Context: an optimization exercise on an open-source flow, tuned for small area, a short achievable clock period and few clock cycles per item. The choices shown serve that exercise and are no tape-out recipe. RTL that was checked went through simulation tests only; none was proved equivalent to the original. Only the layout flow was run in run 7; the RTL was not checked for function there. Power and IR drop assume default switching activity.

==> flow/design.v <==
`default_nettype none
package cpuTypesPkg;
  localparam int CPUS = 2;
  typedef logic [31:0] wordT;
  typedef logic [31:0] addrT;
  typedef enum logic [1:0] {
    FREE,
    BUSY,
    ACCESS,
    ERROR
  } ramStateT;
endpackage
`default_nettype wire
`timescale 1ns/1ps
`default_nettype none
module ramReadSlice3 (
  input  cpuTypesPkg::wordT a,
  input  cpuTypesPkg::wordT b,
  input  cpuTypesPkg::wordT c,
  input  logic              sa,
  input  logic              sb,
  input  logic              sc,
  output cpuTypesPkg::wordT yn
);
  assign yn = ~((a & {32{sa}}) | (b & {32{sb}}) | (c & {32{sc}}));
endmodule
module ramReadSlice1 (
  input  cpuTypesPkg::wordT a,
  input  logic              sa,
  output cpuTypesPkg::wordT yn
);
  assign yn = ~(a & {32{sa}});
endmodule
module ramNand3 (
  input  cpuTypesPkg::wordT a,
  input  cpuTypesPkg::wordT b,
  input  cpuTypesPkg::wordT c,
  output cpuTypesPkg::wordT y
);
  assign y = ~(a & b & c);
endmodule
module ramNand4 (
  input  cpuTypesPkg::wordT a,
  input  cpuTypesPkg::wordT b,
  input  cpuTypesPkg::wordT c,
  input  cpuTypesPkg::wordT d,
  output cpuTypesPkg::wordT y
);
  assign y = ~(a & b & c & d);
endmodule
module ramNor2 (
  input  cpuTypesPkg::wordT a,
  input  cpuTypesPkg::wordT b,
  output cpuTypesPkg::wordT y
);
  assign y = ~(a | b);
endmodule
module ramNor3 (
  input  cpuTypesPkg::wordT a,
  input  cpuTypesPkg::wordT b,
  input  cpuTypesPkg::wordT c,
  output cpuTypesPkg::wordT y
);
  assign y = ~(a | b | c);
endmodule
module ramBitNext (
  input  logic q,
  input  logic keep,
  input  logic d,
  input  logic take,
  output logic next
);
  assign next = (q & keep) | (d & take);
endmodule
module ramModel #(
  parameter int RAM_WORDS = 64
) (
  input  logic                          CLK,
  input  logic                          wen,
  input  logic [$clog2(RAM_WORDS)-1:0]  waddr,
  input  cpuTypesPkg::wordT             wdata,
  input  logic [RAM_WORDS-1:0]          rsel,
  output cpuTypesPkg::wordT             rdata
);
  localparam int AW = $clog2(RAM_WORDS);
  localparam int NS = RAM_WORDS / 3;
  cpuTypesPkg::wordT mem [RAM_WORDS];
  cpuTypesPkg::wordT    part [NS+1];
  logic [RAM_WORDS-1:0] take;
  logic [RAM_WORDS-1:0] keep;
  cpuTypesPkg::wordT    next [RAM_WORDS];
  always_comb begin
    for (int w = 0; w < RAM_WORDS; w++) begin
      take[w] = wen & (waddr == AW'(w));
      keep[w] = ~take[w];
    end
  end
  for (genvar w = 0; w < RAM_WORDS; w++) begin : g_word
    for (genvar b = 0; b < 32; b++) begin : g_bit
      ramBitNext bitNext (
        .q    (mem[w][b]),
        .keep (keep[w]),
        .d    (wdata[b]),
        .take (take[w]),
        .next (next[w][b])
      );
    end
  end
  always_ff @(posedge CLK) begin
    for (int w = 0; w < RAM_WORDS; w++) begin
      mem[w] <= next[w];
    end
  end
  for (genvar s = 0; s < NS; s++) begin : g_slice
    ramReadSlice3 slice (
      .a  (mem[3*s]),
      .b  (mem[3*s+1]),
      .c  (mem[3*s+2]),
      .sa (rsel[3*s]),
      .sb (rsel[3*s+1]),
      .sc (rsel[3*s+2]),
      .yn (part[s])
    );
  end
  ramReadSlice1 lastSlice (
    .a  (mem[RAM_WORDS-1]),
    .sa (rsel[RAM_WORDS-1]),
    .yn (part[NS])
  );
  cpuTypesPkg::wordT any [7];
  cpuTypesPkg::wordT none [3];
  for (genvar g = 0; g < 6; g++) begin : g_any
    ramNand3 anyGate (
      .a (part[3*g]),
      .b (part[3*g+1]),
      .c (part[3*g+2]),
      .y (any[g])
    );
  end
  ramNand4 anyLast (
    .a (part[18]),
    .b (part[19]),
    .c (part[20]),
    .d (part[21]),
    .y (any[6])
  );
  ramNor2 none0 (
    .a (any[0]),
    .b (any[1]),
    .y (none[0])
  );
  ramNor2 none1 (
    .a (any[2]),
    .b (any[3]),
    .y (none[1])
  );
  ramNor3 none2 (
    .a (any[4]),
    .b (any[5]),
    .c (any[6]),
    .y (none[2])
  );
  ramNand3 merge (
    .a (none[0]),
    .b (none[1]),
    .c (none[2]),
    .y (rdata)
  );
endmodule
`default_nettype wire
`timescale 1ns/1ps
`default_nettype none
module memorySubsystem #(
  parameter int LATENCY   = 1,
  parameter int RAM_WORDS = 64
) (
  input  logic                                      CLK,
  input  logic                                      reset,
  input  logic              [cpuTypesPkg::CPUS-1:0] iREN,
  input  cpuTypesPkg::addrT [cpuTypesPkg::CPUS-1:0] iaddr,
  output cpuTypesPkg::wordT [cpuTypesPkg::CPUS-1:0] iload,
  output logic              [cpuTypesPkg::CPUS-1:0] iwait,
  input  logic              [cpuTypesPkg::CPUS-1:0] dREN,
  input  logic              [cpuTypesPkg::CPUS-1:0] dWEN,
  input  cpuTypesPkg::addrT [cpuTypesPkg::CPUS-1:0] daddr,
  input  cpuTypesPkg::wordT [cpuTypesPkg::CPUS-1:0] dstore,
  output cpuTypesPkg::wordT [cpuTypesPkg::CPUS-1:0] dload,
  output logic              [cpuTypesPkg::CPUS-1:0] dwait,
  input  logic              [cpuTypesPkg::CPUS-1:0] ccwrite,
  output logic              [cpuTypesPkg::CPUS-1:0] ccwait,
  output logic              [cpuTypesPkg::CPUS-1:0] ccinv,
  output cpuTypesPkg::addrT [cpuTypesPkg::CPUS-1:0] ccsnoopaddr
);
  localparam int AW = $clog2(RAM_WORDS);
  logic [3:0]    req;
  logic [3:0]    act;
  logic [3:0]    rd;
  logic [3:0]    done;
  logic [3:0]    allow;
  logic [3:0]    pick;
  logic [1:0]    rr;
  logic [1:0]    hold;
  logic [1:0]    dblock;
  logic          conflict;
  logic          wen;
  logic [AW-1:0] waddr;
  logic [RAM_WORDS-1:0] rsel;
  logic [3:0][7:0] rlo;
  logic [3:0][7:0] rhi;
  logic [3:0][AW-1:0] paddr;
  cpuTypesPkg::wordT wdata;
  cpuTypesPkg::wordT rdata;
  assign req = {dREN | dWEN, iREN};
  assign dblock[0] = hold[0] | (hold[1] & dREN[0]);
  assign dblock[1] = hold[1] | (hold[0] & dREN[1]);
  assign act = req & allow & {~dblock, 2'b11};
  assign rd  = act & {dREN, 2'b11};
  assign conflict = (act[2] & act[3])
                  | (rd[0] & (rd[1] | rd[2] | rd[3]))
                  | (rd[1] & (rd[2] | rd[3]))
                  | (rd[2] & rd[3]);
  assign done = conflict ? 4'b0000 : act;
  always_comb begin
    waddr = '0;
    for (int c = 0; c < 2; c++) begin
      waddr = waddr | (daddr[c][AW+1:2] & {AW{act[2+c]}});
    end
  end
  assign paddr = {daddr[1][AW+1:2], daddr[0][AW+1:2], iaddr[1][AW+1:2], iaddr[0][AW+1:2]};
  always_comb begin
    for (int p = 0; p < 4; p++) begin
      for (int i = 0; i < 8; i++) begin
        rlo[p][i] = rd[p] & (paddr[p][2:0] == 3'(i));
        rhi[p][i] = (paddr[p][5:3] == 3'(i));
      end
    end
    for (int w = 0; w < RAM_WORDS; w++) begin
      rsel[w] = 1'b0;
      for (int p = 0; p < 4; p++) begin
        rsel[w] = rsel[w] | (rlo[p][w % 8] & rhi[p][w / 8]);
      end
    end
  end
  ramModel #(
    .RAM_WORDS (RAM_WORDS)
  ) ram (
    .CLK   (CLK),
    .wen   (wen),
    .waddr (waddr),
    .wdata (wdata),
    .rsel  (rsel),
    .rdata (rdata)
  );
  always_comb begin
    for (int c = 0; c < 2; c++) begin
      iwait[c] = ~done[c];
      dwait[c] = ~done[2+c];
      ccwait[1-c] = done[2+c] & dREN[c];
      ccinv[1-c]  = done[2+c] & dREN[c] & ccwrite[c];
      ccsnoopaddr[1-c] = {24'd0, daddr[c][7:0]};
      iload[c] = rdata;
      dload[c] = ccwrite[1-c] ? dstore[1-c] : rdata;
    end
  end
  assign wen = (done[2] & (dWEN[0] | ccwrite[1])) | (done[3] & (dWEN[1] | ccwrite[0]));
  assign wdata = (done[2] & dWEN[0]) | (done[3] & dREN[1]) ? dstore[0] : dstore[1];
  always_comb begin
    pick = 4'b0000;
    for (int k = 3; k >= 0; k--) begin
      if (act[(rr + 2'(k)) & 2'd3]) begin
        pick = 4'b0001 << ((rr + 2'(k)) & 2'd3);
      end
    end
  end
  always_ff @(posedge CLK) begin
    if (reset) begin
      allow <= 4'b1111;
      rr    <= 2'd0;
      hold  <= 2'b00;
    end else begin
      hold <= ccwait & ccwrite;
      if (conflict) begin
        allow <= pick;
        rr    <= rr + 2'd1;
      end else begin
        allow <= 4'b1111;
      end
    end
  end
endmodule
`default_nettype wire
==> flow/flow/run.sh <==
#!/bin/bash
# Own flow: the standard layout, with smaller port buffers, sizing not
# limited to same-footprint cells, and no clock-tree dummy loads.
set -euo pipefail
export BUFFER_PORTS_ARGS="-buffer_cell sky130_fd_sc_hd__buf_2"
export MATCH_CELL_FOOTPRINT=0
export CTS_ARGS="-sink_clustering_enable -repair_clock_nets -dont_use_dummy_load -sink_clustering_size 16 -sink_clustering_max_diameter 60 -buf_list sky130_fd_sc_hd__clkbuf_8"
bash standard.sh > standard.log 2>&1
==> flow/standard.sh <==
#!/bin/bash
# synth_recipe.tcl (not shown) runs the flow's synth.tcl, then flattens the netlist and writes it again
# the make line also repeats each setting of config.mk as NAME=value (left out here)
make -C /OpenROAD-flow-scripts/flow DESIGN_CONFIG=/design/flow/config.mk WORK_HOME=/design/flow/orfs CLKGATE_MAP_FILE= SYNTH_SCRIPT=/design/flow/synth_recipe.tcl "${@:-finish}"
==> flow/config.mk <==
export PLATFORM = sky130hd
export DESIGN_NAME = memorySubsystem
export DESIGN_NICKNAME = memorySubsystem
export VERILOG_FILES = /design/flow/design.v
export SDC_FILE = /design/flow/constraint.sdc
export NUM_CORES = 4
export LEC_CHECK = 0
export CAP_MARGIN = 20
export CORE_MARGIN = 2
export CORE_UTILIZATION = 50
export PLACE_DENSITY = 0.6
export SETUP_SLACK_MARGIN = 3
export SLEW_MARGIN = 20
export SYNTH_HIERARCHICAL = 1
==> flow/constraint.sdc <==
create_clock -name core_clock -period 11.0 [get_ports {CLK}]
set_input_delay 2.2000 -clock core_clock [delete_from_list [all_inputs] [get_ports {CLK}]]
set_output_delay 2.2000 -clock core_clock [all_outputs]
set_load 0.01 [all_outputs]
==> results_dict.tcl, run 1 <==
set metrics [dict create \
    status "finished clean" \
    core_area_sq_mm 0.148 \
    hold_class "reg -> reg" \
    wl_per_cell_um 36.8 \
    seqCellArea_sq_mm 0.0412 \
    hold_slack_ns 0.484 \
    start_kind "input port" \
    holdPathStages 1 \
    relSlewSlack_pct 19.7 \
    hold_viol 0 \
    cts_buffers 155 \
    synth_cell_types 59 \
    dp.final_hpwl_um 173000 \
    slowest_stage "nand4_1" \
    area_delta_synth_final_pct 10.4 \
    rrSetupSlack_ns 5.76 \
    synthCells 6075 \
    ys_ff_latch 2056 \
    clock_sinks 2056 \
    clkTransAtPathRegs_ns 0.04 \
    track_usage_pct 38.2 \
    multi_input_area_sq_mm 0.0329 \
    stdcell_count 8402 \
    dp_cells 8143 \
    slew_viol_final 0 \
    p_leak_uw 0.0317 \
    synth_common_cells "dfxtp_1 (2056), a22o_1 (2054), a222oi_1 (672)" \
    drc_errors 0 \
    crit_type "in -> out" \
    drtIter0Drc 12100 \
    rsz0062_at_grt "true" \
    final_nets 6667 \
    clockPowerShare_pct 16.6 \
    yosys.area.top_type_share_pct 55.1 \
    crit_fanout 5 \
    synth_seq_area_share_pct 55.1 \
    synth_largest_area_cell "dfxtp_1" \
    async_flop_share_pct 0 \
    critical_path.max_stage_delay_ns 0.65 \
    first_global_vias 57700 \
    fin_crit_ns 8.05 \
    cts_max_level 4 \
    via_per_inst 7.53 \
    reg2reg_depth 10 \
    yosysMostFrequentCell "dfxtp_1" \
    dieArea_sq_mm 0.153 \
    syn_area_sq_mm 0.0747 \
    ys_warn_count 14 \
    synth_area_leaders "dfxtp_1 (55%), a22o_1 (24%), a222oi_1 (9.0%)" \
    fmax_mhz 124 \
    vias 63300 \
    drive_gt1_share_pct 17.1 \
    final_util_pct 55.7 \
    pwr-share-comb_pct 27.9 \
    drt-total-wl_um 309000 \
    crit_chain "buf_8 > and2_4 > nand2_4 > nor3_4 > buf_6 > a22oi_2 > o221ai_4 > buf_12 > buf_12 > a222oi_1 > nand4_1 > nor3_4 > nand3_2 > mux2_4 > buf_6" \
    whs_endpoint "ram.mem[63][8]" \
    ant_nets 0 \
    start_util_pct 50.5 \
    max_cap_viol_count 0 \
    fin_setup_tns_ns 0 \
    tritoncts "built" \
    arrival_ns 5.85 \
    synth_area_per_cell_sq_um 12.3 \
    vdd_drop_max_mv 0.154 \
    swShare_pct 31.9 \
    gp_congestion 0.980 \
    pin_count 402 \
    cp-end-kind "output port" \
    synth_ff_type "dfxtp_1" \
    min_from "ram.mem[63][8]" \
    port_buffers 245 \
    clk_latency_ns 0.94 \
    fillers 12600 \
    synth_edf_count 0 \
    die_h_um 391 \
    regToRegStartpoint "hold[0]" \
    p_seq_share_pct 55.5 \
    rows 141 \
    grt_pass1_wl_um 430000 \
    overflow 0 \
    cts-root-buf "clkbuf_8" \
    drt_pre_antenna_iters 10 \
    setup_viol 0 \
    reg2reg_to "ram.mem[2][11]" \
    crit_required_ns 8.80 \
    worst_pin_slew_ns 1.20 \
    fin_crit_sh_pct 73.2 \
    intPower_uw 15000 \
    powerDensity_mw_per_mm2 266 \
    switchingPower_uw 7010 \
    antenna_found_initial 26 \
    grt_max_degree 65 \
    die_w_um 391 \
    clk_path_buf_depth 3 \
    skew_ns 0.0970 \
]
-- Yosys stat by module, one instance, submodules excluded, excerpt --
module           cell area [sq um]  cells inside  flops+latches
ramNand3                       160            32              0
ramNor3                        320            32              0
ramReadSlice3                  403            41              0
ramNand4                       200            32              0
ramNor2                        120            32              0
memorySubsystem               4220           536              8
ramBitNext                    8.76             1              0
ramReadSlice1                  154            35              0
-- worst max-delay path, delay by kind of cell --
kind                   cells  cell delay (ns)
and+or+nand+nor            6             1.83
muxes                      1             0.34
AOI/OAI and AO/OA          3             0.80
buffers and inverters      5             0.65
-- registers in the layout, indices dropped and copies added, names as in the netlist --
name     count
allow        4
hold         2
ram.mem   2048
rr           2
-- how the worst max path moves through the flow --
stage	startpoint	end	cells past startpoint
2_1_floorplan	dWEN[0]	dload[30]	12
3_3_place_gp	dREN[1]	dload[7]	13
3_5_place_dp	dREN[1]	dload[39]	13
4_1_cts	iREN[0]	dload[14]	15
5_1_grt	dWEN[0]	dload[63]	14
6_report	iREN[0]	dload[55]	15
-- cell families after synthesis --
kind of cell,after synthesis,synth area share [%]
compound gates,2885,34.8
fa+ha+maj,4,0.0670
other cells,1,0.00502
xor+xnor,1,0.0117
buf+inv,354,3.76
mux,96,1.45
flops,2056,55.1
simple gates,678,4.84
-- stage by stage --
| step | cell area [sq um] | power, uW | setup WS (ns) |
|---|---|---|---|
| floorplan | 74900 | 16100 | 4.18 |
| global placement | 78300 | 17800 | 1.81 |
| detailed placement | 78300 | 18000 | 1.80 |
| CTS | 81700 | 21700 | 3.00 |
| global route | 82500 | 22900 | 2.93 |
| finish | 82500 | 22000 | 2.95 |
-- metal layers --
layer,part of all wire (%),GRT usage (%),vias up
met5,0.026,0,-
met4,5.5,19.9,14
met3,12,11.8,639
met2,42,54.1,4172
met1,40,52.2,32000
li1,-,-,26500
-- power by group through the flow --
| stage | Sequential, uW | Combinational (uW) | Clock, uW |
|---|---|---|---|
| 2_1_floorplan | 11800 | 4240 | 0 |
| 3_3_place_gp | 12100 | 5630 | 0 |
| 3_5_place_dp | 12200 | 5780 | 0 |
| 4_1_cts | 12100 | 5910 | 3690 |
| 5_1_grt | 12500 | 6430 | 3950 |
| 6_report | 12200 | 6130 | 3650 |
-- cell usage in the layout (no fill, tap or decap), types with 7 or more instances in the layout --
cell type and n:
a222oi_1 672, a22o_1 2054, a22oi_1 53, a22oi_2 12, and3b_1 7, buf_12 21, buf_2 234, buf_4 246
buf_6 18, clkbuf_8 155, conb_1 48, dfxtp_1 2056, diode_2 13, mux2_2 57, mux2_4 39, nand2_1 80
nand2_2 38, nand2_4 8, nand3_1 187, nand3_2 28, nand3_4 17, nand3b_1 8, nand4_1 33, nand4bb_1 7
nor2_1 71, nor2_2 79, nor3_1 8, nor3_4 34, o221ai_2 37, o221ai_4 29
-- area by class of cell --
type / count / area share, %
clock buffers: 155 / 2.59
diodes: 13 / 0.0394
inverters: 3 / 0.0137
multi-input cells: 3714 / 39.9
flip-flops and latches: 2056 / 49.9
well taps: 1930 / 2.93
repair buffers: 531 / 4.64
-- what timing repair did --
item,CTS,global route
setup endpoints to repair,128,70
resized for setup,157,82
pin swaps,67,43
hold buffers,0,0
setup buffers,38,47
gates cloned,3,2
Testbench counts, summed over its fixed seeds: cycles 4,416, items 4,316.
==> run 2: changes to the inputs <==
--- a/flow/design.v
+++ b/flow/design.v
@@ -64,4 +64,37 @@
   assign y = ~(a | b | c);
 endmodule
+module ramLoadBit (
+  input  logic a,
+  input  logic b,
+  input  logic c,
+  input  logic d,
+  input  logic e,
+  output logic y
+);
+  assign y = ~((a & b & c & d) | e);
+endmodule
+module ramLoadMerge (
+  input  cpuTypesPkg::wordT a,
+  input  cpuTypesPkg::wordT b,
+  input  cpuTypesPkg::wordT c,
+  input  logic              fwd,
+  input  cpuTypesPkg::wordT fwdData,
+  output cpuTypesPkg::wordT y
+);
+  logic              nfwd;
+  cpuTypesPkg::wordT fwdZero;
+  assign nfwd    = ~fwd;
+  assign fwdZero = ~fwdData & {32{fwd}};
+  for (genvar k = 0; k < 32; k++) begin : g_bit
+    ramLoadBit loadBit (
+      .a (a[k]),
+      .b (b[k]),
+      .c (c[k]),
+      .d (nfwd),
+      .e (fwdZero[k]),
+      .y (y[k])
+    );
+  end
+endmodule
 module ramBitNext (
   input  logic q,
@@ -81,5 +114,6 @@
   input  cpuTypesPkg::wordT             wdata,
   input  logic [RAM_WORDS-1:0]          rsel,
-  output cpuTypesPkg::wordT             rdata
+  output cpuTypesPkg::wordT             rdata,
+  output logic [2:0][31:0]              rnone
 );
   localparam int AW = $clog2(RAM_WORDS);
@@ -161,4 +195,5 @@
     .y (none[2])
   );
+  assign rnone = {none[2], none[1], none[0]};
   ramNand3 merge (
     .a (none[0]),
@@ -211,4 +246,5 @@
   cpuTypesPkg::wordT wdata;
   cpuTypesPkg::wordT rdata;
+  logic [2:0][31:0]  rnone;
   assign req = {dREN | dWEN, iREN};
   assign dblock[0] = hold[0] | (hold[1] & dREN[0]);
@@ -250,5 +286,6 @@
     .wdata (wdata),
     .rsel  (rsel),
-    .rdata (rdata)
+    .rdata (rdata),
+    .rnone (rnone)
   );
   always_comb begin
@@ -260,7 +297,16 @@
       ccsnoopaddr[1-c] = {24'd0, daddr[c][7:0]};
       iload[c] = rdata;
-      dload[c] = ccwrite[1-c] ? dstore[1-c] : rdata;
     end
   end
+  for (genvar c = 0; c < 2; c++) begin : g_load
+    ramLoadMerge loadMerge (
+      .a       (rnone[0]),
+      .b       (rnone[1]),
+      .c       (rnone[2]),
+      .fwd     (ccwrite[1-c]),
+      .fwdData (dstore[1-c]),
+      .y       (dload[c])
+    );
+  end
   assign wen = (done[2] & (dWEN[0] | ccwrite[1])) | (done[3] & (dWEN[1] | ccwrite[0]));
   assign wdata = (done[2] & dWEN[0]) | (done[3] & dREN[1]) ? dstore[0] : dstore[1];
==> results_dict.tcl, run 2 <==
set metrics [dict create \
    status "finished clean" \
    skew_ns 0.0825 \
    synth_common_cells "dfxtp_1 (2056), a22o_1 (2054), a222oi_1 (688)" \
    crit_type "in -> out" \
    drtIter0Drc 12100 \
    hold_class "reg -> reg" \
    reg_top3 "ram.mem: 2048 flops, allow: 4 flops" \
    via_per_inst 7.51 \
    holdPathStages 1 \
    rsz0062_at_grt "true" \
    fillers 12900 \
    crit_fanout 15 \
    seqCellArea_sq_mm 0.0412 \
    clk_latency_ns 0.94 \
    grt_pass1_wl_um 432000 \
    synth_seq_area_share_pct 54.5 \
    layout_common_cells "dfxtp_1 (2056), a22o_1 (2054), a222oi_1 (688)" \
    grt_max_degree 65 \
    fin_crit_sh_pct 73.6 \
    p_seq_share_pct 55.6 \
    fin_crit_ns 8.10 \
    hold_slack_ns 0.486 \
    cts-root-buf "clkbuf_8" \
    first_global_vias 59600 \
    synth_area_leaders "dfxtp_1 (54%), a22o_1 (24%), a222oi_1 (9.1%)" \
    worst_pin_slew_ns 1.21 \
    pin_count 402 \
    port_buffers 245 \
    dieArea_sq_mm 0.154 \
    core_area_sq_mm 0.150 \
    rows 142 \
    vdd_drop_max_mv 0.241 \
    critical_path.max_stage_delay_ns 1.14 \
    ant_nets 0 \
    clk_path_buf_depth 3 \
    async_flop_share_pct 0 \
    hold_viol 0 \
    whs_endpoint "ram.mem[34][23]" \
    start_kind "input port" \
    slowest_stage "a222oi_1" \
    min_from "ram.mem[34][23]" \
    synth_area_per_cell_sq_um 12.3 \
    powerDensity_mw_per_mm2 265 \
    slew_viol_final 0 \
    cp-end-kind "output port" \
    reg2reg_depth 10 \
    wl_per_cell_um 36.0 \
    ys_warn_count 14 \
    track_usage_pct 38.1 \
    pwr-share-comb_pct 27.5 \
    synthCells 6149 \
    fmax_mhz 123 \
    synth_cell_types 62 \
    relSlewSlack_pct 19.7 \
    drt-total-wl_um 307000 \
    largest-register "ram.mem" \
    synth_edf_count 0 \
    regToRegStartpoint "allow[2]" \
    final_common_cell "dfxtp_1" \
    rrSetupSlack_ns 6.50 \
    vias 64100 \
    yosys.area.top_type_share_pct 54.5 \
    intPower_uw 15000 \
    synth_ff_type "dfxtp_1" \
    syn_area_sq_mm 0.0756 \
    clockPowerShare_pct 16.8 \
    clock_sinks 2056 \
    cts_buffers 159 \
    synth_largest_area_cell "dfxtp_1" \
    cts_max_level 4 \
    drive_gt1_share_pct 16.1 \
    overflow 0 \
    start_util_pct 50.4 \
    die_h_um 393 \
    multi_input_area_sq_mm 0.0334 \
    final_nets 6725 \
    die_w_um 393 \
    crit_required_ns 8.80 \
    dp.final_hpwl_um 178000 \
    tritoncts "built" \
    area_delta_synth_final_pct 9.67 \
    drc_errors 0 \
    drt_pre_antenna_iters 11 \
    ys_ff_latch 2056 \
    gp_congestion 0.972 \
    setup_viol 0 \
    crit_chain "buf_2 > and2_1 > nand2_1 > nor2_1 > buf_4 > a22oi_1 > o221ai_4 > a222oi_1 > nand3_1 > nor2_1 > nand3_1 > buf_2" \
    largest_register_ffs 2048 \
    antenna_found_initial 13 \
    p_leak_uw 0.0316 \
    max_cap_viol_count 0 \
    arrival_ns 5.90 \
    swShare_pct 31.6 \
    yosysMostFrequentCell "dfxtp_1" \
    switchingPower_uw 6940 \
    clkTransAtPathRegs_ns 0.06 \
    fin_setup_tns_ns 0 \
    reg2reg_to "ram.mem[50][21]" \
]
[run 2: cell count changes in the layout (fill, tap and decap cells not counted), sizes merged, moves of 5 or more]
cell,change
a222oi,+16
a22oi,-16
a41oi,+64
and2b,+58
buf,-10
diode,-10
mux2,-64
nor2b,+5
o21ai,+16
o221ai,-18
[run 2: kinds of logic after synthesis]
family / count (synthesis) / share of synthesized area (%)
AO/OA/AOI/OAI: 2949 / 35.8
buffers and inverters: 356 / 3.73
other: 1 / 0.00496
multiplexers: 32 / 0.477
adder cells (fa/ha/maj): 4 / 0.0662
AND/OR/NAND/NOR: 750 / 5.50
flip-flops: 2056 / 54.5
XOR/XNOR: 1 / 0.0116
[run 2: what timing repair did]
action | in CTS | in global routing
hold endpoints to repair | 0 | 0
resized for setup | 85 | 37
endpoints found under the setup margin | 128 | 127
buffers inserted | 31 | 20
pin swaps | 24 | 13
hold buffers | 0 | 0
[run 2: power by group through the flow]
stage	logic (uW)	registers (uW)	clock network, uW
after floorplan	4270	11800	0
after global placement	5620	12200	0
after detailed placement	5760	12200	0
after CTS	5900	12100	3730
after global routing	6350	12500	4000
final	6040	12200	3690
[run 2: how the worst max path moves through the flow]
stage | from | endpoint | slack, ns | cells past startpoint
2_1_floorplan | dREN[0] | iload[62] | 4.18 | 12
3_3_place_gp | dREN[0] | iload[61] | 1.96 | 12
3_5_place_dp | dREN[0] | iload[61] | 2.05 | 12
4_1_cts | dREN[1] | dload[30] | 2.92 | 13
5_1_grt | iREN[0] | iload[21] | 2.99 | 12
6_report | iREN[0] | iload[53] | 2.90 | 12
[run 2: final cells by class]
class                      count  share of cell area [%]
antenna                        3                 0.00906
clock buffer                 159                    2.64
inverter                       5                  0.0226
multi-input combinational   3784                    40.3
sequential                  2056                    49.7
tap                         2016                    3.04
timing repair buffer         513                    4.32
[run 2: per-module statistics from Yosys, one instance, submodules excluded, a selection]
module           times used  flops+latches
memorySubsystem           1              8
ramReadSlice3            21              0
ramNor3                   1              0
ramLoadMerge              2              0
ramNand4                  1              0
ramNand3                  7              0
ramReadSlice1             1              0
ramNor2                   2              0
ramLoadBit               64              0
ramBitNext             2048              0
[run 2: per-stage QoR]
stage / power (uW) / instances / instance area, sq um / utilization (%) / setup slack [ns]
final: 21900 / 8536 / 82900 / 55.3 / 2.90
after CTS: 21700 / 8512 / 82500 / 55.0 / 2.92
after global placement: 17800 / 8322 / 79400 / 53.0 / 1.96
after floorplan: 16100 / 6196 / 75800 / - / 4.18
after detailed placement: 18000 / 8322 / 79400 / 53.0 / 2.05
after global routing: 22900 / 8535 / 82900 / 55.3 / 2.99
[run 2: metal layers]
| metal | routed length [um] | vias to the layer above | track usage, % |
|---|---|---|---|
| li1 | - | 26800 | - |
| met1 | 126000 | 32400 | 52.6 |
| met2 | 128000 | 4326 | 54.1 |
| met3 | 38000 | 638 | 11.0 |
| met4 | 15100 | 10 | 18.4 |
| met5 | 70 | - | 0 |
[run 2: worst max-delay path: cells and delay by family]
kind | cells | cell delay, ns
and+or+nand+nor | 6 | 1.42
AOI/OAI and AO/OA | 3 | 1.74
buffers and inverters | 3 | 0.50
Testbench counts of run 2, summed over its fixed seeds: cycles 4,416, items 4,316.
==> run 3: changes to the inputs <==
--- a/flow/config.mk
+++ b/flow/config.mk
@@ -8,7 +8,7 @@
 export CAP_MARGIN = 20
 export CORE_MARGIN = 2
-export CORE_UTILIZATION = 50
-export PLACE_DENSITY = 0.6
-export SETUP_SLACK_MARGIN = 3
+export CORE_UTILIZATION = 70
+export PLACE_DENSITY = 0.8
+export SETUP_SLACK_MARGIN = 4.5
 export SLEW_MARGIN = 20
 export SYNTH_HIERARCHICAL = 1
==> results_dict.tcl, run 3 <==
set metrics [dict create \
    fin_setup_tns_ns 0 \
    vdd_drop_max_mv 0.309 \
    final_util_pct 79.5 \
    skew_ns 0.0805 \
    drt-total-wl_um 303000 \
    setup_ws_ns 3.31 \
    seqCellArea_sq_mm 0.0412 \
    synth_area_per_cell_sq_um 12.3 \
    wl_met1_um 102000 \
    die_h_um 333 \
    clk_path_buf_depth 3 \
    via_per_inst 8.48 \
    rows 120 \
    tritoncts "built" \
    p_leak_uw 0.0329 \
    synthCells 6149 \
    synth_edf_count 0 \
    ys_ff_latch 2056 \
    die_w_um 333 \
    synth_largest_area_cell "dfxtp_1" \
    drt_pre_antenna_iters 22 \
    track_usage_pct 51.4 \
    setup_viol 0 \
    final_common_cell "dfxtp_1" \
    final_nets 6819 \
    yosysMostFrequentCell "dfxtp_1" \
    fillers 6726 \
    pin_count 402 \
    synth_seq_area_share_pct 54.5 \
    port_buffers 245 \
    dieArea_sq_mm 0.111 \
    grt_pass1_wl_um 427000 \
    cts_buffers 149 \
    clkTransAtPathRegs_ns 0.04 \
    fin_crit_ns 7.69 \
    gp_congestion 0.981 \
    arrival_ns 5.49 \
    layout_common_cells "dfxtp_1 (2056), a22o_1 (2054), a222oi_1 (688)" \
    hold_class "reg -> reg" \
    hold_viol 0 \
    pre_cts_ws_ns 2.22 \
    cts-root-buf "clkbuf_8" \
    fin_crit_sh_pct 69.9 \
    antenna_found_initial 17 \
    clock_sinks 2056 \
    overflow 0 \
    route.met3.wl_um 53700 \
    largest_register_ffs 2048 \
    fmax_mhz 130 \
    drc_errors 0 \
    yosys.area.top_type_share_pct 54.5 \
    topRoutingLayerUsed "met5" \
    wl_met2_um 121000 \
    powerDensity_mw_per_mm2 263 \
    area_delta_synth_final_pct 12.6 \
    status "finished clean" \
    start_util_pct 70.6 \
    worst_pin_slew_ns 1.26 \
    crit_required_ns 8.80 \
    synth_ff_type "dfxtp_1" \
    rsz0062_at_grt "true" \
    max_cap_viol_count 0 \
    relSlewSlack_pct 16.0 \
    cts_max_level 4 \
    cp-end-kind "output port" \
    vias 68100 \
    first_global_vias 64200 \
    drtIter0Drc 16100 \
    clk_latency_ns 0.92 \
    hold_slack_ns 0.486 \
    reg_top3 "ram.mem: 2048 flops, allow: 4 flops" \
    crit_type "in -> out" \
    grt_max_degree 65 \
    async_flop_share_pct 0 \
    synth_area_leaders "dfxtp_1 (54%), a22o_1 (24%), a222oi_1 (9.1%)" \
    wl_per_cell_um 37.7 \
    synth_common_cells "dfxtp_1 (2056), a22o_1 (2054), a222oi_1 (688)" \
    largest-register "ram.mem" \
    slew_viol_final 0 \
    synth_cell_types 62 \
    ant_nets 0 \
    start_kind "input port" \
    core_area_sq_mm 0.107 \
    crit_fanout 9 \
    syn_area_sq_mm 0.0756 \
    drive_gt1_share_pct 19.3 \
    multi_input_area_sq_mm 0.0342 \
    dp.final_hpwl_um 164000 \
    ys_warn_count 14 \
]
## run 3: cell counts after synthesis
No cell type changed its count.
## run 3: area by class of cell
| cell class | instances | area share (%) |
|---|---|---|
| Inverter | 5 | 0.0221 |
| Antenna cell | 13 | 0.0382 |
| Timing Repair Buffer | 617 | 6.86 |
| Tap cell | 1403 | 2.06 |
| Clock buffer | 149 | 2.41 |
| Multi-Input combinational cell | 3784 | 40.2 |
| Sequential cell | 2056 | 48.4 |
## run 3: metrics by stage
stage | cell area [sq um] | std cells | power [uW]
after detailed placement | 78400 | 7704 | 18000
after floorplan | 76200 | 6196 | 16200
after global routing | 85100 | 8018 | 23100
after global placement | 78400 | 7704 | 17600
after CTS | 83800 | 7967 | 21800
final | 85100 | 8027 | 22400
## run 3: where the power goes
group / total (uW) / switching, uW / internal, uW
sequential: 12300 / 1760 / 10500
combinational: 6560 / 3070 / 3490
clock: 3550 / 2330 / 1220
## run 3: path summary, 6_finish.rpt
path	cells past startpoint	slack, ns	from	to
worst max-delay path	14	3.31	daddr[3]	dload[20]
worst min-delay path	1	0.49	ram.mem[44][30]	ram.mem[44][30]
worst min register to register	1	0.49	ram.mem[44][30]	ram.mem[44][30]
worst max register to register	10	5.38	hold[0]	ram.mem[34][28]
## run 3: Yosys stat by module, one instance, submodules excluded, a selection
module	cell area [sq um]	cells inside	flops+latches	copies in the design
ramNand4	200	32	0	1
ramReadSlice1	154	35	0	1
ramReadSlice3	403	41	0	21
ramNor3	320	32	0	1
ramBitNext	8.76	1	0	2048
ramNor2	120	32	0	2
ramLoadMerge	255	36	0	2
memorySubsystem	3520	474	8	1
ramLoadBit	16.3	1	0	64
ramNand3	160	32	0	7
## run 3: cells by family (layout without fill, tap and decap cells)
family | Yosys count | count (layout) | share of synthesized area (%)
mux | 32 | 32 | 0.477
buf+inv | 356 | 771 | 3.73
simple gates | 750 | 750 | 5.50
compound gates | 2949 | 2949 | 35.8
other cells | 1 | 61 | 0.00496
flops | 2056 | 2056 | 54.5
fa+ha+maj | 4 | 4 | 0.0662
xor+xnor | 1 | 1 | 0.0116
## run 3: metal layers
| metal | vias up | track usage [%] |
|---|---|---|
| met4 | 10 | 37.2 |
| li1 | 27000 | - |
| met3 | 1440 | 25.0 |
| met1 | 33000 | 62.7 |
| met2 | 6628 | 70.0 |
| met5 | - | 0.651 |
## run 3: timing repair
action | 4_1_cts | 5_1_grt
pin swaps | 170 | 167
gates cloned | 8 | 12
buffers inserted | 106 | 35
setup endpoints to repair | 131 | 157
resized for setup | 356 | 141
hold buffers | 0 | 0
## run 3: critical path: stages
cell       delay (ns)
buf_4            0.22
nor4_4           0.08
buf_6            0.14
buf_6            0.11
a222oi_1         0.44
o21ai_2          0.26
buf_6            0.21
clkbuf_16        0.17
a222oi_1         0.29
nand3_1          0.42
nor3_4           0.34
buf_12           0.18
a41oi_2          0.18
buf_2            0.22
==> run 4: changes to the inputs <==
--- a/flow/config.mk
+++ b/flow/config.mk
@@ -8,7 +8,7 @@
 export CAP_MARGIN = 20
 export CORE_MARGIN = 2
-export CORE_UTILIZATION = 70
-export PLACE_DENSITY = 0.8
-export SETUP_SLACK_MARGIN = 4.5
+export CORE_UTILIZATION = 60
+export PLACE_DENSITY = 0.7
+export SETUP_SLACK_MARGIN = 5
 export SLEW_MARGIN = 20
 export SYNTH_HIERARCHICAL = 1
==> results_dict.tcl, run 4 <==
set metrics [dict create \
    grt_max_degree 65 \
    tritoncts "built" \
    fin_crit_ns 7.71 \
    status "finished clean" \
    cts_buffers 151 \
    synth_edf_count 0 \
    fin_crit_sh_pct 70.1 \
    crit_fanout 8 \
    clk_latency_ns 0.94 \
    cts_max_level 4 \
    via_per_inst 7.98 \
    yosys.area.top_type_share_pct 54.5 \
    synth_cell_types 62 \
    hold_class "reg -> reg" \
    synth_ff_type "dfxtp_1" \
    fmax_mhz 130 \
    synthCells 6149 \
    first_global_vias 61800 \
    max_cap_viol_count 0 \
    pre_cts_ws_ns 2.35 \
    start_util_pct 60.3 \
    ant_nets 0 \
    crit_type "in -> out" \
    rows 130 \
    synth_largest_area_cell "dfxtp_1" \
    ys_warn_count 14 \
    port_buffers 245 \
    die_w_um 359 \
    die_h_um 359 \
    vdd_drop_max_mv 0.152 \
    antenna_found_initial 11 \
    p_leak_uw 0.0328 \
    async_flop_share_pct 0 \
    synth_area_leaders "dfxtp_1 (54%), a22o_1 (24%), a222oi_1 (9.1%)" \
    hold_viol 0 \
    grt_pass1_wl_um 425000 \
    rrSetupSlack_ns 6.36 \
    holdPathStages 1 \
    synth_common_cells "dfxtp_1 (2056), a22o_1 (2054), a222oi_1 (688)" \
    clk_path_buf_depth 3 \
    final_nets 6836 \
    drt_pre_antenna_iters 12 \
    overflow 0 \
    final_util_pct 68.0 \
    drive_gt1_share_pct 19.2 \
    final_common_cell "dfxtp_1" \
    reg2reg_depth 10 \
    vias 66100 \
    start_kind "input port" \
    place_area_sq_mm 0.0789 \
    track_usage_pct 43.9 \
    drt-total-wl_um 302000 \
    wl_per_cell_um 36.5 \
    hold_buffers 0 \
    drtIter0Drc 14200 \
    area_delta_synth_final_pct 12.6 \
    worst_pin_slew_ns 1.25 \
    synth_seq_area_share_pct 54.5 \
    layout_common_cells "dfxtp_1 (2056), a22o_1 (2054), a222oi_1 (688)" \
    syn_area_sq_mm 0.0756 \
    stdcell_area_sq_mm 0.0851 \
    relSlewSlack_pct 16.7 \
    setup_viol 0 \
    rsz0062_at_grt "true" \
    reg_top3 "ram.mem: 2048 flops, allow: 4 flops" \
    dieArea_sq_mm 0.129 \
    cts-root-buf "clkbuf_8" \
    ys_ff_latch 2056 \
    crit_required_ns 8.80 \
    cp-end-kind "output port" \
    powerDensity_mw_per_mm2 261 \
    largest_register_ffs 2048 \
    drc_errors 0 \
    clkTransAtPathRegs_ns 0.04 \
    clock_sinks 2056 \
    fillers 9430 \
    largest-register "ram.mem" \
    gp_congestion 0.987 \
    power_uw 22300 \
    fin_setup_tns_ns 0 \
    multi_input_area_sq_mm 0.0342 \
    skew_ns 0.0991 \
    slew_viol_final 0 \
    seqCellArea_sq_mm 0.0412 \
    setup_ws_ns 3.29 \
    pin_count 402 \
    arrival_ns 5.51 \
    core_area_sq_mm 0.125 \
    dp.final_hpwl_um 165000 \
    yosysMostFrequentCell "dfxtp_1" \
    synth_area_per_cell_sq_um 12.3 \
]
-- run 4: cell types whose count changed in the layout (fill, tap and decap cells not counted), sizes merged --
cell / delta
buf: +15
diode: -5
o221ai: +3
bufbuf: -1
-- run 4: logic make-up (layout without fill, tap and decap cells) --
group	after synthesis	in the layout	synth area share (%)
xor gates and xnor gates	1	1	0.0116
AOI/OAI and AO/OA	2949	2952	35.8
muxes	32	32	0.477
DFF	2056	2056	54.5
and+or+nand+nor	750	750	5.50
other	1	56	0.00496
buffers and inverters	356	785	3.73
adders and majority gates	4	4	0.0662
-- run 4: final timing paths --
kind	start	end
worst max-delay path	dREN[1]	dload[18]
worst max register to register	hold[0]	ram.mem[63][5]
worst min register to register	ram.mem[29][25]	ram.mem[29][25]
worst min-delay path	ram.mem[29][25]	ram.mem[29][25]
-- run 4: worst max-delay path, stage by stage --
cell       delay (ns)
buf_8            0.13
nand4bb_2        0.24
nor2_4           0.11
nand2_2          0.31
o21ai_2          0.20
buf_4            0.19
buf_12           0.14
buf_6            0.12
a222oi_1         0.37
nand4_1          0.60
nor3_4           0.37
buf_6            0.19
a41oi_2          0.12
buf_2            0.20
-- run 4: modules after synthesis, one instance, submodules excluded, a selection --
module	copies in the design	cells inside
ramNand3	7	32
ramNor2	2	32
ramLoadBit	64	1
ramLoadMerge	2	36
memorySubsystem	1	474
ramReadSlice3	21	41
ramBitNext	2048	1
-- run 4: cell type report --
| cell class | instances | area share, % |
|---|---|---|
| sequential | 2056 | 48.4 |
| inverter | 5 | 0.0220 |
| clock buffer | 151 | 2.44 |
| multi-input combinational | 3787 | 40.1 |
| timing repair buffer | 629 | 6.62 |
| antenna | 8 | 0.0235 |
| tap | 1650 | 2.43 |
-- run 4: through the flow --
stage	std cells	hold slack, ns
6_report	8286	0.481
5_1_grt	8284	0.488
3_3_place_gp	7965	0.465
3_5_place_dp	7966	0.470
4_1_cts	8237	0.484
2_1_floorplan	6196	0.455
-- run 4: layer usage --
metal / track usage [%] / part of all wire [%] / vias up
met1: 57.9 / 38 / 33100
li1: - / - / 27100
met4: 21.7 / 5.1 / 10
met3: 20.2 / 17 / 763
met5: 1.04 / 0.085 / -
met2: 60.1 / 41 / 5198
-- run 4: what timing repair did --
action,4_1_cts,5_1_grt
resized for setup,362,87
pin swaps,169,74
setup buffers,109,33
endpoints found under the setup margin,136,130
cloned,11,8
-- run 4: report_power, final --
| group | switching [uW] | internal (uW) | total (uW) |
|---|---|---|---|
| Clock | 2360 | 1230 | 3590 |
| Sequential | 1690 | 10500 | 12200 |
| Combinational | 2960 | 3470 | 6430 |
==> run 5: changes to the inputs <==
--- a/flow/config.mk
+++ b/flow/config.mk
@@ -10,5 +10,5 @@
 export CORE_UTILIZATION = 60
 export PLACE_DENSITY = 0.7
-export SETUP_SLACK_MARGIN = 5
+export SETUP_SLACK_MARGIN = 4.5
 export SLEW_MARGIN = 20
 export SYNTH_HIERARCHICAL = 1
==> results_dict.tcl, run 5 <==
set metrics [dict create \
    vdd_drop_max_mv 0.273 \
    synth_edf_count 0 \
    dp.final_hpwl_um 167000 \
    synth_area_per_cell_sq_um 12.3 \
    largest-register "ram.mem" \
    place_area_sq_mm 0.0788 \
    relSlewSlack_pct 15.6 \
    fin_crit_ns 7.53 \
    crit_start "daddr[7]" \
    wl_per_cell_um 36.5 \
    arrival_ns 5.33 \
    clkTransAtPathRegs_ns 0.06 \
    cp-end-kind "output port" \
    use_met3_pct 16.0 \
    hold_buffers 0 \
    antenna_found_initial 14 \
    gp_congestion 0.945 \
    fillers 9317 \
    final_common_cell "dfxtp_1" \
    multi_input_area_sq_mm 0.0344 \
    synth_cell_types 62 \
    stdcell_area_sq_mm 0.0854 \
    grt_use_met1_pct 56.7 \
    hold_class "reg -> reg" \
    synth_largest_area_cell "dfxtp_1" \
    setup_viol 0 \
    drtIter0Drc 14200 \
    yosysMostFrequentCell "dfxtp_1" \
    rows 130 \
    grt_max_degree 65 \
    start_util_pct 60.3 \
    fmax_mhz 133 \
    synth_ff_type "dfxtp_1" \
    drt-total-wl_um 302000 \
    final_nets 6818 \
    grt.busiest_layer "met2" \
    p_leak_uw 0.0329 \
    power_uw 22400 \
    synth_common_cells "dfxtp_1 (2056), a22o_1 (2054), a222oi_1 (688)" \
    clock_sinks 2056 \
    syn_area_sq_mm 0.0756 \
    powerDensity_mw_per_mm2 262 \
    overflow 0 \
    yosys.area.top_type_share_pct 54.5 \
    area_delta_synth_final_pct 13.0 \
    status "finished clean" \
    track_usage_pct 44.1 \
    die_h_um 359 \
    drive_gt1_share_pct 19.0 \
    clk_latency_ns 0.98 \
    first_global_vias 61400 \
    switchingPower_uw 7080 \
    fin_crit_sh_pct 68.5 \
    rrSetupSlack_ns 5.78 \
    worst_pin_slew_ns 1.26 \
    min_from "ram.mem[56][4]" \
    layout_common_cells "dfxtp_1 (2056), a22o_1 (2054), a222oi_1 (688)" \
    ant_nets 0 \
    ys_ff_latch 2056 \
    pin_count 402 \
    hold_viol 0 \
    drt_pre_antenna_iters 12 \
    synthCells 6149 \
    core_area_sq_mm 0.125 \
    seqCellArea_sq_mm 0.0412 \
    max_cap_viol_count 0 \
    clk_path_buf_depth 3 \
    clockPowerShare_pct 16.2 \
    ys_warn_count 14 \
    intPower_uw 15300 \
    synth_area_leaders "dfxtp_1 (54%), a22o_1 (24%), a222oi_1 (9.1%)" \
    pwr-share-comb_pct 29.0 \
    reg_top3 "ram.mem: 2048 flops, allow: 4 flops" \
    grt_pass1_wl_um 426000 \
    tritoncts "built" \
    cts_max_level 4 \
    die_w_um 359 \
    skew_ns 0.0710 \
    rsz0062_at_grt "true" \
    p_seq_share_pct 54.8 \
    largest_register_ffs 2048 \
    port_buffers 245 \
    drc_errors 0 \
    crit_required_ns 8.80 \
    synth_seq_area_share_pct 54.5 \
    via_per_inst 7.95 \
    dieArea_sq_mm 0.129 \
    crit_type "in -> out" \
    regToRegStartpoint "hold[0]" \
    vias 65800 \
    swShare_pct 31.7 \
    slew_viol_final 0 \
    cts_buffers 153 \
    fin_setup_tns_ns 0 \
    async_flop_share_pct 0 \
    crit_fanout 16 \
    grt_use_met2_pct 62.6 \
    start_kind "input port" \
    cts-root-buf "clkbuf_8" \
]
-- run 5: metal layers --
metal | part of all wire [%] | routed length (um)
met3 | 15 | 44600
met4 | 6.4 | 19500
met5 | 0.0060 | 18
met2 | 42 | 126000
met1 | 37 | 112000
-- run 5: power groups by stage --
stage	Combinational (uW)	Clock, uW	Sequential (uW)
after floorplan	4350	0	11800
after global placement	5520	0	12100
after detailed placement	5700	0	12200
after CTS	6120	3610	12100
after global routing	6770	3870	12500
final	6490	3620	12200
-- run 5: final timing paths --
path | end | cells past startpoint
max reg2reg | ram.mem[48][6] | 9
min reg2reg | ram.mem[56][4] | 1
min | ram.mem[56][4] | 1
max | dload[11] | 12
-- run 5: kinds of logic after synthesis --
group                    share of synthesized area (%)
flip-flops                                        54.5
XOR/XNOR                                        0.0116
buffers and inverters                             3.73
AND/OR/NAND/NOR                                   5.50
multiplexers                                     0.477
AO/OA/AOI/OAI                                     35.8
adder cells (fa/ha/maj)                         0.0662
other                                          0.00496
-- run 5: layout make-up --
cell class,count,area share [%]
Antenna cell,10,0.0293
Clock buffer,153,2.47
Inverter,5,0.0220
Multi-Input combinational cell,3786,40.3
Sequential cell,2056,48.2
Tap cell,1650,2.42
Timing Repair Buffer,610,6.61
-- run 5: timing repair --
item                       in CTS  in global routing
setup endpoints to repair     128                128
gates resized for setup       358                117
setup buffers                 117                 39
pin swaps                     173                127
cloned                          9                  3
-- run 5: critical path: stages --
cell and delay, ns:
buf_8 0.14, and3_4 0.20, a222oi_1 0.51, o21ai_4 0.18, clkbuf_16 0.21, buf_6 0.14, a222oi_1 0.43, nand4_1 0.50
nor3_4 0.32, buf_12 0.18, a41oi_2 0.12, buf_2 0.18
-- run 5: through the flow --
step / setup slack [ns] / util [%] / hold slack [ns] / cells
CTS: 3.69 / 67.4 / 0.483 / 8218
floorplan: 4.40 / - / 0.455 / 6196
finish: 3.47 / 68.2 / 0.486 / 8270
detailed placement: 1.87 / 63.0 / 0.470 / 7939
global route: 3.48 / 68.2 / 0.499 / 8264
global placement: 1.97 / 62.9 / 0.465 / 7939
-- run 5: modules after synthesis, one instance, submodules excluded, excerpt --
module / copies in the design / cells inside / area [sq um] / flops+latches
memorySubsystem: 1 / 474 / 3520 / 8
ramBitNext: 2048 / 1 / 8.76 / 0
ramLoadBit: 64 / 1 / 16.3 / 0
ramLoadMerge: 2 / 36 / 255 / 0
ramNand3: 7 / 32 / 160 / 0
ramNand4: 1 / 32 / 200 / 0
ramNor2: 2 / 32 / 120 / 0
ramNor3: 1 / 32 / 320 / 0
ramReadSlice1: 1 / 35 / 154 / 0
ramReadSlice3: 21 / 41 / 403 / 0
==> run 6: changes to the inputs <==
--- a/flow/config.mk
+++ b/flow/config.mk
@@ -6,9 +6,9 @@
 export NUM_CORES = 4
 export LEC_CHECK = 0
-export CAP_MARGIN = 20
+export CAP_MARGIN = 10
 export CORE_MARGIN = 2
 export CORE_UTILIZATION = 60
 export PLACE_DENSITY = 0.7
 export SETUP_SLACK_MARGIN = 4.5
-export SLEW_MARGIN = 20
+export SLEW_MARGIN = 10
 export SYNTH_HIERARCHICAL = 1
==> results_dict.tcl, run 6 <==
set metrics [dict create \
    reg2reg_depth 9 \
    largest_register_ffs 2048 \
    status "finished clean" \
    hold_viol 0 \
    fillers 9246 \
    start_kind "input port" \
    holdPathStages 1 \
    fin_setup_tns_ns 0 \
    max_cap_viol_count 0 \
    drt_pre_antenna_iters 10 \
    powerDensity_mw_per_mm2 260 \
    die_h_um 359 \
    antenna_found_initial 14 \
    slew_viol_final 0 \
    skew_ns 0.0627 \
    critPathBufInv 5 \
    dieArea_sq_mm 0.129 \
    grt_pass1_wl_um 430000 \
    via_per_inst 8.00 \
    area_delta_synth_final_pct 13.8 \
    reg_top3 "ram.mem: 2048 flops, allow: 4 flops" \
    synth_largest_area_cell "dfxtp_1" \
    crit_start "iREN[1]" \
    final_util_pct 68.7 \
    hold_class "reg -> reg" \
    vias 66300 \
    clock_sinks 2056 \
    fmax_mhz 133 \
    grt_max_degree 65 \
    start_util_pct 60.3 \
    fin_crit_ns 7.54 \
    async_flop_share_pct 0 \
    wl_per_cell_um 36.7 \
    ys_warn_count 14 \
    synth_area_per_cell_sq_um 12.3 \
    min_from "ram.mem[56][4]" \
    hold_slack_ns 0.485 \
    arrival_ns 5.34 \
    synth_seq_area_share_pct 54.5 \
    core_area_sq_mm 0.125 \
    synth_area_leaders "dfxtp_1 (54%), a22o_1 (24%), a222oi_1 (9.1%)" \
    crit_required_ns 8.80 \
    dp_cells 7939 \
    layout_common_cells "dfxtp_1 (2056), a22o_1 (2054), a222oi_1 (688)" \
    syn_area_sq_mm 0.0756 \
    final_nets 6838 \
    p_leak_uw 0.0332 \
    clkTransAtPathRegs_ns 0.05 \
    synth_ff_type "dfxtp_1" \
    dp.final_hpwl_um 167000 \
    drive_gt1_share_pct 19.5 \
    crit_cells 14 \
    drt-total-wl_um 304000 \
    cts-root-buf "clkbuf_8" \
    port_buffers 245 \
    rows 130 \
    crit_fanout 24 \
    ant_nets 0 \
    synth_common_cells "dfxtp_1 (2056), a22o_1 (2054), a222oi_1 (688)" \
    critical_path.max_stage_delay_ns 0.60 \
    overflow 0 \
    crit_type "in -> out" \
    fin_crit_sh_pct 68.5 \
    clk_latency_ns 0.92 \
    track_usage_pct 44.5 \
    vdd_drop_max_mv 0.288 \
    synth_edf_count 0 \
    rsz0062_at_grt "true" \
    yosys.area.top_type_share_pct 54.5 \
    ys_ff_latch 2056 \
    cts_max_level 4 \
    tritoncts "built" \
    die_w_um 359 \
    setup_viol 0 \
    regToRegStartpoint "hold[0]" \
    clk_path_buf_depth 3 \
    synthCells 6149 \
    pin_count 402 \
    yosysMostFrequentCell "dfxtp_1" \
    stdcell_count 8287 \
    final_common_cell "dfxtp_1" \
    hold_buffers 0 \
    crit_chain "buf_8 > and2_4 > nand2_4 > nor2_1 > buf_4 > a22oi_2 > o221ai_4 > buf_12 > a222oi_1 > nand4_1 > nor3_4 > buf_12 > a41oi_2 > buf_2" \
    drtIter0Drc 14400 \
    pre_cts_ws_ns 1.86 \
    drc_errors 0 \
    crit_top_cell "buf_12" \
    setup_ws_ns 3.46 \
    cp-end-kind "output port" \
    gp_congestion 0.945 \
    crit_family "simple AND/OR/NAND/NOR gates" \
    synth_cell_types 62 \
    worst_pin_slew_ns 1.17 \
    first_global_vias 62000 \
    cts_buffers 153 \
    largest-register "ram.mem" \
    slowest_stage "nand4_1" \
    relSlewSlack_pct 21.9 \
]
[run 6: path summary, 6_finish.rpt]
path / slack [ns] / end
setup / recovery: 3.46 / dload[24]
hold / removal: 0.48 / ram.mem[56][4]
setup reg to reg: 5.82 / ram.mem[48][6]
hold reg to reg: 0.48 / ram.mem[56][4]
[run 6: repair_timing]
| item | 4_1_cts | 5_1_grt |
|---|---|---|
| setup buffers | 145 | 24 |
| cloned | 12 | 7 |
| endpoints found under the setup margin | 128 | 128 |
| resized for setup | 443 | 85 |
| pin swaps | 207 | 161 |
[run 6: kinds of logic after synthesis]
logic type	count (synthesis)	share of synthesized area, %
buf+inv	356	3.73
fa+ha+maj	4	0.0662
other cells	1	0.00496
simple gates	750	5.50
flops	2056	54.5
mux	32	0.477
xor+xnor	1	0.0116
compound gates	2949	35.8
[run 6: final cells by class]
cell class | instances | area [sq um] | share of cell area [%]
diodes | 7 | 17.5 | 0.0204
clock buffers | 153 | 2110 | 2.45
inverters | 5 | 18.8 | 0.0218
multi-input cells | 3787 | 34500 | 40.1
flip-flops and latches | 2056 | 41200 | 47.8
well taps | 1650 | 2060 | 2.40
repair buffers | 629 | 6160 | 7.16
[run 6: modules after synthesis (local to each module, per instance), excerpt]
module           area, sq um  times used
memorySubsystem         3520           1
ramReadSlice3            403          21
ramNor3                  320           1
ramNand4                 200           1
ramReadSlice1            154           1
ramNor2                  120           2
ramLoadBit              16.3          64
ramBitNext              8.76        2048
[run 6: per-layer routing]
metal  vias up  track usage [%]  wire length (um)  share of wire [%]
li1      27000                -                 -                  -
met1     32900             57.0            113000                 37
met2      5462             62.6            125000                 41
met3       955             17.0             45500                 15
met4         4             28.7             20500                6.7
met5         -                0                23             0.0076
[run 6: per-stage QoR]
stage	cell area, sq um	power (uW)
floorplan	76200	16200
global placement	78800	17700
detailed placement	78800	17900
CTS	85100	21900
global route	86000	23200
finish	86000	22400
[run 6: power by group]
group	leakage, uW	total, uW	switching, uW	internal, uW
Combinational	0.0153	6550	3020	3520
Sequential	0.0168	12200	1700	10500
Clock	0.00110	3610	2360	1250
==> run 7: changes to the inputs <==
--- a/flow/design.v
+++ b/flow/design.v
@@ -206,4 +206,14 @@
 `timescale 1ns/1ps
 `default_nettype none
+module readSelGate (
+  input  logic [3:0] lo,
+  input  logic [3:0] hi,
+  output logic       sel
+);
+  logic [1:0] none;
+  assign none[0] = ~((lo[0] & hi[0]) | (lo[1] & hi[1]));
+  assign none[1] = ~((lo[2] & hi[2]) | (lo[3] & hi[3]));
+  assign sel     = ~(none[0] & none[1]);
+endmodule
 module memorySubsystem #(
   parameter int LATENCY   = 1,
@@ -271,10 +281,11 @@
       end
     end
-    for (int w = 0; w < RAM_WORDS; w++) begin
-      rsel[w] = 1'b0;
-      for (int p = 0; p < 4; p++) begin
-        rsel[w] = rsel[w] | (rlo[p][w % 8] & rhi[p][w / 8]);
-      end
-    end
+  end
+  for (genvar w = 0; w < RAM_WORDS; w++) begin : g_rsel
+    readSelGate selGate (
+      .lo  ({rlo[3][w % 8], rlo[2][w % 8], rlo[1][w % 8], rlo[0][w % 8]}),
+      .hi  ({rhi[3][w / 8], rhi[2][w / 8], rhi[1][w / 8], rhi[0][w / 8]}),
+      .sel (rsel[w])
+    );
   end
   ramModel #(
--- a/flow/config.mk
+++ b/flow/config.mk
@@ -6,9 +6,9 @@
 export NUM_CORES = 4
 export LEC_CHECK = 0
-export CAP_MARGIN = 10
+export CAP_MARGIN = 20
 export CORE_MARGIN = 2
 export CORE_UTILIZATION = 60
 export PLACE_DENSITY = 0.7
 export SETUP_SLACK_MARGIN = 4.5
-export SLEW_MARGIN = 10
+export SLEW_MARGIN = 20
 export SYNTH_HIERARCHICAL = 1
==> results_dict.tcl, run 7 <==
set metrics [dict create \
    drt-total-wl_um 303000 \
    drt_pre_antenna_iters 13 \
    fin_crit_sh_pct 69.5 \
    pin_count 402 \
    cts_buffers 153 \
    grt_pass1_wl_um 429000 \
    track_usage_pct 44.3 \
    syn_area_sq_mm 0.0758 \
    rows 130 \
    synth_ff_type "dfxtp_1" \
    synth_cell_types 59 \
    clk_path_buf_depth 3 \
    ys_ff_latch 2056 \
    dp.final_hpwl_um 162000 \
    final_common_cell "dfxtp_1" \
    vdd_drop_max_mv 0.274 \
    fin_setup_tns_ns 0 \
    die_h_um 359 \
    powerDensity_mw_per_mm2 251 \
    cp-end-kind "output port" \
    rsz0062_at_grt "true" \
    ys_warn_count 14 \
    start_kind "input port" \
    drc_errors 0 \
    crit_start "daddr[5]" \
    dp_cells 7967 \
    core_area_sq_mm 0.125 \
    tritoncts "built" \
    hold_viol 0 \
    yosysMostFrequentCell "dfxtp_1" \
    area_delta_synth_final_pct 12.1 \
    fmax_mhz 131 \
    grt_max_degree 65 \
    stdcell_count 8309 \
    hold_slack_ns 0.482 \
    synthCells 6186 \
    reg2reg_depth 11 \
    critical_path.max_stage_delay_ns 0.76 \
    crit_type "in -> out" \
    final_nets 6866 \
    ant_nets 0 \
    crit_chain "buf_2 > nor2_1 > a22oi_2 > buf_6 > nand2_8 > a222oi_1 > nand4_1 > nor3_4 > buf_6 > a41oi_2 > buf_2" \
    largest-register "ram.mem" \
    crit_required_ns 8.80 \
    port_buffers 245 \
    cts_max_level 4 \
    antenna_found_initial 8 \
    reg_top3 "ram.mem: 2048 flops, allow: 4 flops" \
    clock_sinks 2056 \
    status "finished clean" \
    synth_edf_count 0 \
    fin_crit_ns 7.65 \
    clk_latency_ns 0.95 \
    clkTransAtPathRegs_ns 0.04 \
    slowest_stage "nand4_1" \
    power_uw 21300 \
    synth_seq_area_share_pct 54.3 \
    gp_congestion 0.987 \
    wl_per_cell_um 36.5 \
    drive_gt1_share_pct 18.6 \
    setup_viol 0 \
    dieArea_sq_mm 0.129 \
    holdPathStages 1 \
    min_from "ram.mem[8][23]" \
    worst_pin_slew_ns 1.20 \
    first_global_vias 61800 \
    synth_area_leaders "dfxtp_1 (54%), a22o_1 (24%), a222oi_1 (8.9%)" \
    regToRegStartpoint "hold[0]" \
    rrSetupSlack_ns 6.05 \
    crit_fanout 10 \
    p_leak_uw 0.0331 \
    largest_register_ffs 2048 \
    synth_common_cells "dfxtp_1 (2056), a22o_1 (2054), a222oi_1 (672)" \
    arrival_ns 5.45 \
    start_util_pct 60.4 \
    overflow 0 \
    yosys.area.top_type_share_pct 54.3 \
    async_flop_share_pct 0 \
    drtIter0Drc 13800 \
    cts-root-buf "clkbuf_8" \
    synth_largest_area_cell "dfxtp_1" \
    synth_area_per_cell_sq_um 12.3 \
    relSlewSlack_pct 19.9 \
    layout_common_cells "dfxtp_1 (2056), a22o_1 (2054), a222oi_1 (672)" \
    hold_class "reg -> reg" \
    skew_ns 0.0718 \
    vias 66200 \
    slew_viol_final 0 \
    die_w_um 359 \
    via_per_inst 7.97 \
    max_cap_viol_count 0 \
]
run 7: changes by cell type after synthesis, sizes merged, moves of 7 or more:
cell    delta
a222oi    -16
o21ai     -16
nand2     +53
clkbuf    -11
o221ai    -48
nand2b     +7
a22oi     +79
run 7: per-module statistics from Yosys, one instance, submodules excluded, excerpt:
| module | flip-flops and latches | cells inside | copies in the design |
|---|---|---|---|
| memorySubsystem | 8 | 319 | 1 |
| ramReadSlice3 | 0 | 41 | 21 |
| ramNor3 | 0 | 32 | 1 |
| ramLoadMerge | 0 | 36 | 2 |
| ramNand4 | 0 | 32 | 1 |
| ramNand3 | 0 | 32 | 7 |
| ramReadSlice1 | 0 | 35 | 1 |
| ramNor2 | 0 | 32 | 2 |
| readSelGate | 0 | 3 | 64 |
| ramLoadBit | 0 | 1 | 64 |
run 7: path summary, 6_finish.rpt:
check	to
max	dload[8]
min	ram.mem[8][23]
max reg2reg	ram.mem[21][1]
min reg2reg	ram.mem[8][23]
run 7: critical path: cells and delay by family:
family	cells	cell delay [ns]
and+or+nand+nor	4	1.59
AOI/OAI and AO/OA	3	0.78
buffers and inverters	4	0.84
run 7: through the flow:
step / worst slack (ns) / cell area [sq um] / utilization (%)
2_1_floorplan: 4.48 / 76000 / -
3_3_place_gp: 2.39 / 78100 / 62.3
3_5_place_dp: 2.31 / 78100 / 62.3
4_1_cts: 3.63 / 83900 / 66.9
5_1_grt: 3.41 / 84900 / 67.7
6_report: 3.35 / 84900 / 67.7
run 7: repair_timing:
action                                  in CTS  in global routing
hold buffers                                 0                  0
endpoints found under the setup margin     132                132
resized for setup                          383                107
buffers inserted                           116                 40
pin swaps                                  193                 93
gates cloned                                27                  4
run 7: cell type report:
| class | instances | area, sq um |
|---|---|---|
| antenna | 1 | 2.50 |
| clock buffer | 153 | 2110 |
| fill | 9497 | 40500 |
| inverter | 4 | 17.5 |
| multi-input combinational | 3856 | 34200 |
| sequential | 2056 | 41200 |
| tap | 1650 | 2060 |
| timing repair buffer | 589 | 5340 |
run 7: logic make-up (layout without fill, tap and decap cells):
logic type | count (synthesis) | after routing | synth area share [%]
xor gates and xnor gates | 1 | 1 | 0.0116
adders and majority gates | 4 | 4 | 0.0660
buffers and inverters | 339 | 746 | 3.67
AOI/OAI and AO/OA | 2950 | 2950 | 35.6
muxes | 34 | 34 | 0.650
DFF | 2056 | 2056 | 54.3
and+or+nand+nor | 801 | 819 | 5.70
other | 1 | 49 | 0.00495
run 7: routing by layer:
metal	global-route usage, %	part of all wire, %	vias to the layer above	wire length (um)
met1	59.5	39	33000	117000
met4	21.0	4.9	14	14800
li1	-	-	27000	-
met3	17.7	16	788	47900
met2	61.7	41	5368	123000
met5	0	0.028	-	84
run 7: power breakdown:
| part | switching [uW] | total [uW] | internal [uW] | leakage [uW] |
|---|---|---|---|---|
| Sequential | 1520 | 11800 | 10200 | 0.0168 |
| Clock | 2380 | 3630 | 1250 | 0.00110 |
| Combinational | 2780 | 5950 | 3170 | 0.0152 |

-- separate check: timing with driven ports --
The results above use ideal ports. As a check the final layouts listed here were re-extracted and re-timed, cells and wires unchanged.
Step 1 (the two cells are an assumption about what drives the block):
set clk [get_ports {CLK}]
set_driving_cell -lib_cell sky130_fd_sc_hd__clkbuf_16 $clk
set_driving_cell -lib_cell sky130_fd_sc_hd__buf_2 [delete_from_list [all_inputs] $clk]
Step 2 moves the port delays by t, midway between the first and last clock arrival at a register: inputs arrive t later, outputs are due t later. That takes back most of the time a late clock gives input paths.
Three values: ideal, step 1, step 2; two values: the first two.
run	t (ns)	slack for setup (ns)	latest minus earliest clock arrival (ns)	slew at the worst register clock pin (ns)	worst slew at a driven data input, ns
run 1	0.956	2.952 / 2.649 / 2.649	0.128 / 0.129	0.11 / 0.11	0.32
run 2	0.976	2.899 / 2.841 / 2.841	0.109 / 0.109	0.11 / 0.11	0.13
run 3	0.970	3.310 / 3.201 / 3.201	0.101 / 0.101	0.11 / 0.11	0.20
run 4	0.974	3.294 / 3.252 / 3.252	0.100 / 0.099	0.11 / 0.11	0.08
run 5	1.009	3.468 / 3.278 / 3.278	0.125 / 0.124	0.11 / 0.11	0.22
run 6	0.994	3.461 / 3.318 / 3.318	0.099 / 0.099	0.11 / 0.11	0.23
run 7	0.998	3.352 / 3.083 / 3.083	0.086 / 0.085	0.11 / 0.11	0.39
After both steps setup and hold are still met in every run listed. The setup slack of run 1, which loses most, moves by -0.303 ns with the drivers and by -0.303 ns with both steps.
